Source: an optimization exercise on an open RTL-to-GDS flow (aim: small area, a short achievable clock period and few clock cycles per item). Production flows keep margins and buffers that such runs may drop.
RTL that was checked went through simulation tests only; none was proved equivalent to the original.
No activity file was given, so power comes from the tool's default toggle rates.

Setup of old:
==> module coeff_sequencer, before the edit <==
module coeff_sequencer (
	input  logic Clock,
	input  logic Resetn,
	input  logic start,
	input  logic code_valid,
	input  logic code_eob,
	input  logic code_zero,
	input  logic [3:0] code_cnt,
	input  logic [entropy_pkg::RAW_W-1:0] code_a,
	input  logic [2:0] code_b,
	output logic drain,
	output logic [entropy_pkg::BLOCK_SIZE-1:0] wr_en,  
	output logic [entropy_pkg::RAW_W-1:0] wr_even,
	output logic [entropy_pkg::RAW_W-1:0] wr_odd,
	output logic block_ready
);
	logic [5:0] k;
	logic [6:0] k_end;
	logic last;
	logic [entropy_pkg::RAW_W-1:0] b;
	logic q_valid;
	logic [5:0] q_first;
	logic [5:0] q_end;
	logic q_last;
	logic put;
	logic active;
	logic fin;
	assign k_end = {1'b0, k} + {3'd0, code_cnt};
	assign last = code_eob || k_end[6];
	assign b = {{6{code_b[2]}}, code_b};
	assign put = q_valid && (active || start);
	assign drain = code_valid && (!q_valid || put);
	always_ff @(posedge Clock or negedge Resetn) begin
		if (!Resetn) begin
			k <= '0;
			q_valid <= 1'b0;
		end else begin
			if (drain) k <= last ? 6'd0 : k_end[5:0];
			q_valid <= drain || (q_valid && !put);
		end
	end
	always_ff @(posedge Clock) begin
		if (drain) begin
			q_first <= k;
			q_end <= k_end[5:0];
			q_last <= last;
			wr_even <= code_zero ? '0 : (k[0] ? b : code_a);
			wr_odd <= code_zero ? '0 : (k[0] ? code_a : b);
		end
	end
	always_comb begin
		for (int s = 0; s < entropy_pkg::BLOCK_SIZE; s++) begin
			wr_en[s] = put && (6'(s) >= q_first) && (q_last || 6'(s) < q_end);
		end
	end
	always_ff @(posedge Clock or negedge Resetn) begin
		if (!Resetn) begin
			active <= 1'b0;
			fin <= 1'b0;
			block_ready <= 1'b0;
		end else begin
			active <= (active || start) && !(put && q_last);
			fin <= start && put && q_last;
			block_ready <= fin || (block_ready && !start) || (put && q_last && !start);
		end
	end
endmodule
==> module dequantizer, before the edit <==
module dequantizer (
	input  logic Clock,
	input  logic start,
	input  logic q_select,
	input  logic [entropy_pkg::BLOCK_SIZE-1:0] wr_en,  
	input  logic [entropy_pkg::RAW_W-1:0] wr_even,
	input  logic [entropy_pkg::RAW_W-1:0] wr_odd,
	input  logic [entropy_pkg::IDX_W-1:0] rd_addr,
	output logic [entropy_pkg::COEF_W-1:0] rd_data
);
	localparam logic [383:0] SCAN_OF = 384'hffeeb9c70923f7be32be5895f37cee9a1594db4b678174cad6ca1f6122c9ae979944c203a9d69034710271b3ce185040;
	logic [entropy_pkg::RAW_W-1:0] store [entropy_pkg::BLOCK_SIZE];
	logic q_sel;
	logic [entropy_pkg::RAW_W-1:0] raw;
	logic [3:0] d;
	logic [2:0] e;
	always_ff @(posedge Clock) begin
		if (start) q_sel <= q_select;  
		for (int p = 0; p < entropy_pkg::BLOCK_SIZE; p++) begin
			if (wr_en[SCAN_OF[6 * p +: 6]]) begin
				store[p] <= SCAN_OF[6 * p] ? wr_odd : wr_even;
			end
		end
	end
	assign d = {1'b0, rd_addr[5:3]} + {1'b0, rd_addr[2:0]};
	assign e = q_sel ? ((d >= 4'd10) ? 3'd6 : 3'(d[3:1]) + 3'd1) : 3'(d[3:2]) + 3'd3;
	assign raw = store[rd_addr];
	always_ff @(posedge Clock) begin
		rd_data <= {{(entropy_pkg::COEF_W - entropy_pkg::RAW_W){raw[entropy_pkg::RAW_W-1]}}, raw} << e;
	end
endmodule
==> flow/config.mk <==
export PLATFORM = sky130hd
export DESIGN_NAME = entropy_decode_top
export DESIGN_NICKNAME = entropy_decode_top
export VERILOG_FILES = /design/flow/design.v
export SDC_FILE = /design/flow/constraint.sdc
export NUM_CORES = 4
export LEC_CHECK = 0
export ABC_AREA = 1
export CAP_MARGIN = 20
export CORE_MARGIN = 2
export CORE_UTILIZATION = 55
export CTS_BUF_LIST = sky130_fd_sc_hd__clkbuf_4 sky130_fd_sc_hd__clkbuf_8
export CTS_CLUSTER_SIZE = 30
export SETUP_SLACK_MARGIN = 3.0
export SLEW_MARGIN = 20
==> flow/constraint.sdc <==
create_clock -name core_clock -period 6.5 [get_ports {Clock}]
set_input_delay 1.3000 -clock core_clock [delete_from_list [all_inputs] [get_ports {Clock}]]
set_output_delay 1.3000 -clock core_clock [all_outputs]
set_load 0.01 [all_outputs]
run.sh (not shown) runs the stock make flow with config.mk's settings and CLKGATE_MAP_FILE= SYNTH_SCRIPT=/design/flow/synth_recipe.tcl, a recipe that flattens the netlist after the stock synthesis.
Testbench counts of old, summed over its fixed seeds: cycles 25,229, blocks 320.
Inputs modified between old and new:
-- flow/design.v --
<<< old, line 189
	always_comb begin
		for (int s = 0; s < entropy_pkg::BLOCK_SIZE; s++) begin
			wr_en[s] = put && (6'(s) >= q_first) && (q_last || 6'(s) < q_end);
		end
	end
>>> new, line 189
	always_comb begin
		for (int s = 0; s < entropy_pkg::BLOCK_SIZE; s++) begin
			logic in_run;
			in_run = q_valid && (6'(s) >= q_first) && (q_last || 6'(s) < q_end);
			wr_en[s] = (in_run && active) || (in_run && start);
		end
	end
<<< old, line 230
	assign d = {1'b0, rd_addr[5:3]} + {1'b0, rd_addr[2:0]};
	assign e = q_sel ? ((d >= 4'd10) ? 3'd6 : 3'(d[3:1]) + 3'd1) : 3'(d[3:2]) + 3'd3;
	assign raw = store[rd_addr];
	always_ff @(posedge Clock) begin
		rd_data <= {{(entropy_pkg::COEF_W - entropy_pkg::RAW_W){raw[entropy_pkg::RAW_W-1]}}, raw} << e;
>>> new, line 232
	assign d = {1'b0, rd_addr[5:3]} + {1'b0, rd_addr[2:0]};
	assign e = q_sel ? ((d >= 4'd10) ? 3'd6 : 3'(d[3:1]) + 3'd1) : 3'(d[3:2]) + 3'd3;
	always_comb begin
		logic [7:0] row_hot, col_hot;
		logic [entropy_pkg::RAW_W-1:0] row_val;
		for (int i = 0; i < 8; i++) begin
			row_hot[i] = (rd_addr[5:3] == 3'(i));
			col_hot[i] = (rd_addr[2:0] == 3'(i));
		end
		raw = '0;
		for (int r = 0; r < 8; r++) begin
			row_val = '0;
			for (int c = 0; c < 8; c++) begin
				row_val = row_val | (store[8 * r + c] & {entropy_pkg::RAW_W{col_hot[c]}});
			end
			raw = raw | (row_val & {entropy_pkg::RAW_W{row_hot[r]}});
		end
	end
	always_ff @(posedge Clock) begin
		rd_data <= {{(entropy_pkg::COEF_W - entropy_pkg::RAW_W){raw[entropy_pkg::RAW_W-1]}}, raw} << e;
Results
new vs old — design area rose 240 µm². As of new, synthesized area had risen slightly compared to old. Synthesized instance count (lower): old. Combinational fraction of design power | new above old. new vs old: via count up in new. Between new and old, it is new whose count of buffering cells on the critical path with inverters included is lower, by 4. The met2 usage in global routing in new was higher than what old gave. Diff old -> new | routed wire length | up by a little under 10%. Comparing number of nets in the final layout for old and new, the bigger number came from new. Sort old and new by maximum vdd ir drop, descending, and old comes first. new: post-route minimum period is 79 ps higher than what old reported. Cmp old and new / maximum fanout encountered on the critical timing path / higher: old. new vs old — number of buffers created by CTS climbed slightly. On max-cap violation count, old and new are basically level.
Function not checked in new: the RTL went through the layout flow alone.

The RTL this note starts from:
==> flow/design.v <==
package entropy_pkg;
	localparam int WORD_W = 16;
	localparam int ADDR_W = 18;
	localparam int COEF_W = 16;
	localparam int RAW_W = 9;    
	localparam int BLOCK_SIZE = 64;
	localparam int IDX_W = 6;
	localparam int CODE_W = 13;  
endpackage
module bit_window (
	input  logic Clock,
	input  logic Resetn,
	output logic [entropy_pkg::ADDR_W-1:0] mem_addr,
	output logic mem_rd,
	input  logic [entropy_pkg::WORD_W-1:0] mem_data,
	output logic [entropy_pkg::CODE_W-1:0] bits,
	output logic bits_valid,
	input  logic take
);
	localparam int D = 3;  
	logic [15:0] wd [D];
	logic [D-1:0] full;       
	logic [D-1:0] full_pop;   
	logic [3:0] ofs;
	logic v1, v2;
	logic [4:0] ofs_sum;
	logic pop;
	logic [31:0] pair;
	logic [4:0] nxt [16];
	logic [15:0] fit;         
	logic [2:0] busy;
	logic room, room_pop;
	assign pair = {wd[0], wd[1]};
	assign bits = 13'(pair << ofs >> 19);
	always_comb begin
		for (int o = 0; o < 16; o++) begin
			casez (pair[31 - o -: 4])
				4'b00??: nxt[o] = 5'(o + 8);
				4'b100?: nxt[o] = 5'(o + 9);
				4'b1010: nxt[o] = 5'(o + 4);
				4'b1011: nxt[o] = 5'(o + 13);
				default: nxt[o] = 5'(o + 5);
			endcase
			fit[o] = (o <= 12) && (nxt[o] <= 5'd16);
		end
	end
	assign ofs_sum = nxt[ofs];
	assign bits_valid = full[1] || (full[0] && fit[ofs]);
	assign pop = take & ofs_sum[4];
	assign full_pop = pop ? (full >> 1) : full;
	assign busy = 3'(full[0]) + 3'(full[1]) + 3'(full[2]) + 3'(mem_rd) + 3'(v1) + 3'(v2);
	assign room = busy < 3'(D);
	assign room_pop = busy <= 3'(D);
	always_ff @(posedge Clock or negedge Resetn) begin
		if (!Resetn) begin
			full <= '0;
			ofs <= '0;
			v1 <= 1'b0;
			v2 <= 1'b0;
			mem_rd <= 1'b0;
			mem_addr <= '0;
		end else begin
			mem_rd <= room || (room_pop && pop);
			if (mem_rd) mem_addr <= mem_addr + 1'b1;
			v1 <= mem_rd;
			v2 <= v1;
			full <= v2 ? {full_pop[D-2:0], 1'b1} : full_pop;
			if (take) ofs <= ofs_sum[3:0];
		end
	end
	always_ff @(posedge Clock) begin
		for (int i = 0; i < D; i++) begin
			if (v2 && !full_pop[i] && (i == 0 || full_pop[(i + D - 1) % D])) wd[i] <= mem_data;
			else if (pop && i + 1 < D) wd[i] <= wd[(i + 1) % D];
		end
	end
endmodule
module vlc_decoder (
	input  logic Clock,
	input  logic Resetn,
	input  logic [entropy_pkg::CODE_W-1:0] bits,
	input  logic bits_valid,
	output logic take,
	input  logic drain,           
	output logic code_valid,
	output logic code_eob,
	output logic code_zero,       
	output logic [3:0] code_cnt,  
	output logic [entropy_pkg::RAW_W-1:0] code_a,
	output logic [2:0] code_b
);
	logic [8:0] a;
	logic [3:0] n;
	logic eob, zero;
	always_comb begin
		a = {{6{bits[10]}}, bits[10:8]};
		n = 4'd1;
		eob = 1'b0;
		zero = 1'b0;
		casez (bits[12:9])
			4'b00??: begin
				n = 4'd2;
			end
			4'b01??: ;
			4'b100?: begin
				a = {{3{bits[9]}}, bits[9:4]};
			end
			4'b1010: begin
				eob = 1'b1;
				zero = 1'b1;
			end
			4'b1011: begin
				a = bits[8:0];
			end
			default: begin
				zero = 1'b1;
				n = (bits[10:8] == 3'd0) ? 4'd8 : {1'b0, bits[10:8]};
			end
		endcase
	end
	assign take = bits_valid && (!code_valid || drain);
	always_ff @(posedge Clock or negedge Resetn) begin
		if (!Resetn) begin
			code_valid <= 1'b0;
		end else begin
			code_valid <= take || (code_valid && !drain);
		end
	end
	always_ff @(posedge Clock) begin
		if (take) begin
			code_eob <= eob;
			code_zero <= zero;
			code_cnt <= n;
			code_a <= a;
			code_b <= bits[7:5];
		end
	end
endmodule
module coeff_sequencer (
	input  logic Clock,
	input  logic Resetn,
	input  logic start,
	input  logic code_valid,
	input  logic code_eob,
	input  logic code_zero,
	input  logic [3:0] code_cnt,
	input  logic [entropy_pkg::RAW_W-1:0] code_a,
	input  logic [2:0] code_b,
	output logic drain,
	output logic [entropy_pkg::BLOCK_SIZE-1:0] wr_en,  
	output logic [entropy_pkg::RAW_W-1:0] wr_even,
	output logic [entropy_pkg::RAW_W-1:0] wr_odd,
	output logic block_ready
);
	logic [5:0] k;
	logic [6:0] k_end;
	logic last;
	logic [entropy_pkg::RAW_W-1:0] b;
	logic q_valid;
	logic [5:0] q_first;
	logic [5:0] q_end;
	logic q_last;
	logic put;
	logic active;
	logic fin;
	assign k_end = {1'b0, k} + {3'd0, code_cnt};
	assign last = code_eob || k_end[6];
	assign b = {{6{code_b[2]}}, code_b};
	assign put = q_valid && (active || start);
	assign drain = code_valid && (!q_valid || put);
	always_ff @(posedge Clock or negedge Resetn) begin
		if (!Resetn) begin
			k <= '0;
			q_valid <= 1'b0;
		end else begin
			if (drain) k <= last ? 6'd0 : k_end[5:0];
			q_valid <= drain || (q_valid && !put);
		end
	end
	always_ff @(posedge Clock) begin
		if (drain) begin
			q_first <= k;
			q_end <= k_end[5:0];
			q_last <= last;
			wr_even <= code_zero ? '0 : (k[0] ? b : code_a);
			wr_odd <= code_zero ? '0 : (k[0] ? code_a : b);
		end
	end
	always_comb begin
		for (int s = 0; s < entropy_pkg::BLOCK_SIZE; s++) begin
			logic in_run;
			in_run = q_valid && (6'(s) >= q_first) && (q_last || 6'(s) < q_end);
			wr_en[s] = (in_run && active) || (in_run && start);
		end
	end
	always_ff @(posedge Clock or negedge Resetn) begin
		if (!Resetn) begin
			active <= 1'b0;
			fin <= 1'b0;
			block_ready <= 1'b0;
		end else begin
			active <= (active || start) && !(put && q_last);
			fin <= start && put && q_last;
			block_ready <= fin || (block_ready && !start) || (put && q_last && !start);
		end
	end
endmodule
module dequantizer (
	input  logic Clock,
	input  logic start,
	input  logic q_select,
	input  logic [entropy_pkg::BLOCK_SIZE-1:0] wr_en,  
	input  logic [entropy_pkg::RAW_W-1:0] wr_even,
	input  logic [entropy_pkg::RAW_W-1:0] wr_odd,
	input  logic [entropy_pkg::IDX_W-1:0] rd_addr,
	output logic [entropy_pkg::COEF_W-1:0] rd_data
);
	localparam logic [383:0] SCAN_OF = 384'hffeeb9c70923f7be32be5895f37cee9a1594db4b678174cad6ca1f6122c9ae979944c203a9d69034710271b3ce185040;
	logic [entropy_pkg::RAW_W-1:0] store [entropy_pkg::BLOCK_SIZE];
	logic q_sel;
	logic [entropy_pkg::RAW_W-1:0] raw;
	logic [3:0] d;
	logic [2:0] e;
	always_ff @(posedge Clock) begin
		if (start) q_sel <= q_select;  
		for (int p = 0; p < entropy_pkg::BLOCK_SIZE; p++) begin
			if (wr_en[SCAN_OF[6 * p +: 6]]) begin
				store[p] <= SCAN_OF[6 * p] ? wr_odd : wr_even;
			end
		end
	end
	assign d = {1'b0, rd_addr[5:3]} + {1'b0, rd_addr[2:0]};
	assign e = q_sel ? ((d >= 4'd10) ? 3'd6 : 3'(d[3:1]) + 3'd1) : 3'(d[3:2]) + 3'd3;
	assign raw = store[rd_addr];
	always_ff @(posedge Clock) begin
		rd_data <= {{(entropy_pkg::COEF_W - entropy_pkg::RAW_W){raw[entropy_pkg::RAW_W-1]}}, raw} << e;
	end
endmodule
module entropy_decode_top #(
	parameter int MEM_LATENCY = 2
) (
	input  logic Clock,
	input  logic Resetn,
	input  logic start,
	input  logic q_select,
	output logic [entropy_pkg::ADDR_W-1:0] mem_addr,
	output logic mem_rd,
	input  logic [entropy_pkg::WORD_W-1:0] mem_data,
	output logic block_ready,
	input  logic [entropy_pkg::IDX_W-1:0] rd_addr,
	output logic [entropy_pkg::COEF_W-1:0] rd_data
);
	logic [entropy_pkg::CODE_W-1:0] bits;
	logic bits_valid;
	logic take;
	logic drain;
	logic code_valid;
	logic code_eob;
	logic code_zero;
	logic [3:0] code_cnt;
	logic [entropy_pkg::RAW_W-1:0] code_a;
	logic [2:0] code_b;
	logic [entropy_pkg::BLOCK_SIZE-1:0] wr_en;
	logic [entropy_pkg::RAW_W-1:0] wr_even;
	logic [entropy_pkg::RAW_W-1:0] wr_odd;
	bit_window u_window (
		.Clock(Clock),
		.Resetn(Resetn),
		.mem_addr(mem_addr),
		.mem_rd(mem_rd),
		.mem_data(mem_data),
		.bits(bits),
		.bits_valid(bits_valid),
		.take(take)
	);
	vlc_decoder u_vlc (
		.Clock(Clock),
		.Resetn(Resetn),
		.bits(bits),
		.bits_valid(bits_valid),
		.take(take),
		.drain(drain),
		.code_valid(code_valid),
		.code_eob(code_eob),
		.code_zero(code_zero),
		.code_cnt(code_cnt),
		.code_a(code_a),
		.code_b(code_b)
	);
	coeff_sequencer u_seq (
		.Clock(Clock),
		.Resetn(Resetn),
		.start(start),
		.code_valid(code_valid),
		.code_eob(code_eob),
		.code_zero(code_zero),
		.code_cnt(code_cnt),
		.code_a(code_a),
		.code_b(code_b),
		.drain(drain),
		.wr_en(wr_en),
		.wr_even(wr_even),
		.wr_odd(wr_odd),
		.block_ready(block_ready)
	);
	dequantizer u_deq (
		.Clock(Clock),
		.start(start),
		.q_select(q_select),
		.wr_en(wr_en),
		.wr_even(wr_even),
		.wr_odd(wr_odd),
		.rd_addr(rd_addr),
		.rd_data(rd_data)
	);
endmodule
export LEC_CHECK = 0
export ABC_AREA = 1
export CAP_MARGIN = 20
export CORE_MARGIN = 2
export CORE_UTILIZATION = 55
export CTS_BUF_LIST = sky130_fd_sc_hd__clkbuf_4 sky130_fd_sc_hd__clkbuf_8
export CTS_CLUSTER_SIZE = 30
export SETUP_SLACK_MARGIN = 3.0
export SLEW_MARGIN = 20
create_clock -name core_clock -period 6.5 [get_ports {Clock}]
Rerun with:
--- a/flow/design.v
+++ b/flow/design.v
@@ -17,10 +17,12 @@
 	output logic bits_valid,
 	input  logic take
 );
 	localparam int D = 3;  
 	logic [15:0] wd [D];
+	logic [D-1:0] head;       
+	logic [D-1:0] tail;       
 	logic [D-1:0] full;       
 	logic [D-1:0] full_pop;   
 	logic [3:0] ofs;
 	logic v1, v2;
 	logic [4:0] ofs_sum;
@@ -28,11 +30,16 @@
 	logic [31:0] pair;
 	logic [4:0] nxt [16];
 	logic [15:0] fit;         
 	logic [2:0] busy;
 	logic room, room_pop;
-	assign pair = {wd[0], wd[1]};
+	always_comb begin
+		pair = '0;
+		for (int i = 0; i < D; i++) begin
+			pair = pair | ({wd[i], wd[(i + 1) % D]} & {32{head[i]}});
+		end
+	end
 	assign bits = 13'(pair << ofs >> 19);
 	always_comb begin
 		for (int o = 0; o < 16; o++) begin
 			casez (pair[31 - o -: 4])
 				4'b00??: nxt[o] = 5'(o + 8);
@@ -52,10 +59,12 @@
 	assign room = busy < 3'(D);
 	assign room_pop = busy <= 3'(D);
 	always_ff @(posedge Clock or negedge Resetn) begin
 		if (!Resetn) begin
 			full <= '0;
+			head <= D'(1);
+			tail <= D'(1);
 			ofs <= '0;
 			v1 <= 1'b0;
 			v2 <= 1'b0;
 			mem_rd <= 1'b0;
 			mem_addr <= '0;
@@ -63,17 +72,18 @@
 			mem_rd <= room || (room_pop && pop);
 			if (mem_rd) mem_addr <= mem_addr + 1'b1;
 			v1 <= mem_rd;
 			v2 <= v1;
 			full <= v2 ? {full_pop[D-2:0], 1'b1} : full_pop;
+			if (pop) head <= {head[D-2:0], head[D-1]};
+			if (v2) tail <= {tail[D-2:0], tail[D-1]};
 			if (take) ofs <= ofs_sum[3:0];
 		end
 	end
 	always_ff @(posedge Clock) begin
 		for (int i = 0; i < D; i++) begin
-			if (v2 && !full_pop[i] && (i == 0 || full_pop[(i + D - 1) % D])) wd[i] <= mem_data;
-			else if (pop && i + 1 < D) wd[i] <= wd[(i + 1) % D];
+			if (v2 && tail[i]) wd[i] <= mem_data;
 		end
 	end
 endmodule
 module vlc_decoder (
 	input  logic Clock,
@@ -229,11 +239,26 @@
 			end
 		end
 	end
 	assign d = {1'b0, rd_addr[5:3]} + {1'b0, rd_addr[2:0]};
 	assign e = q_sel ? ((d >= 4'd10) ? 3'd6 : 3'(d[3:1]) + 3'd1) : 3'(d[3:2]) + 3'd3;
-	assign raw = store[rd_addr];
+	always_comb begin
+		logic [7:0] row_hot, col_hot;
+		logic [entropy_pkg::RAW_W-1:0] row_val;
+		for (int i = 0; i < 8; i++) begin
+			row_hot[i] = (rd_addr[5:3] == 3'(i));
+			col_hot[i] = (rd_addr[2:0] == 3'(i));
+		end
+		raw = '0;
+		for (int r = 0; r < 8; r++) begin
+			row_val = '0;
+			for (int c = 0; c < 8; c++) begin
+				row_val = row_val | (store[8 * r + c] & {entropy_pkg::RAW_W{col_hot[c]}});
+			end
+			raw = raw | (row_val & {entropy_pkg::RAW_W{row_hot[r]}});
+		end
+	end
 	always_ff @(posedge Clock) begin
 		rd_data <= {{(entropy_pkg::COEF_W - entropy_pkg::RAW_W){raw[entropy_pkg::RAW_W-1]}}, raw} << e;
 	end
 endmodule
 module entropy_decode_top #(
Hold slack degrades by 0.020 ns.
Wire length is higher by a few percent.
Register-to-register slack loses 0.03 ns.
Area after synthesis climbs slightly.
Clock-buffer cell count goes up by 9.
Cell area grows slightly.
Sequential share of layout area hardly moves.
Die area climbs slightly.
Function was not checked in any run of this note: the RTL went through the layout flow alone.

[port drivers added, routing unchanged]
How much do the figures lean on ideal ports? The routed layouts below were timed once more, with nothing changed but the port constraints.
Step 1 (the two cells are an assumption about what drives the block):
set clk [get_ports {Clock}]
set_driving_cell -lib_cell sky130_fd_sc_hd__clkbuf_16 $clk
set_driving_cell -lib_cell sky130_fd_sc_hd__buf_2 [delete_from_list [all_inputs] $clk]
Step 2, shift: input delay + t, output delay - t, t = (earliest + latest rising clock arrival at the registers) / 2. This alone moves slack from input paths to output paths.
Slacks: no drivers / after step 1 / after step 2; pairs: no drivers / after step 1.
| run | t, ns | setup WS [ns] | worst hold slack (ns) | worst setup path after step 2 | clock arrival spread, ns |
|---|---|---|---|---|---|
| old | 0.783 | 3.036 / 3.074 / 2.290 | 0.392 / 0.392 / 0.392 | input to register | 0.061 / 0.061 |
| new | 0.788 | 2.957 / 2.988 / 2.199 | 0.384 / 0.384 / 0.384 | input to register | 0.053 / 0.053 |
| the first run of note 2 | 0.780 | 3.179 / 3.208 / 2.428 | 0.390 / 0.390 / 0.390 | input to register | 0.038 / 0.039 |
| the second run of note 2 | 0.781 | 3.119 / 3.151 / 2.370 | 0.371 / 0.371 / 0.371 | input to register | 0.036 / 0.036 |
After both steps setup and hold are still met in every run listed. The setup slack of new, which loses most, moves by +0.031 ns with the drivers and by -0.758 ns with both steps.
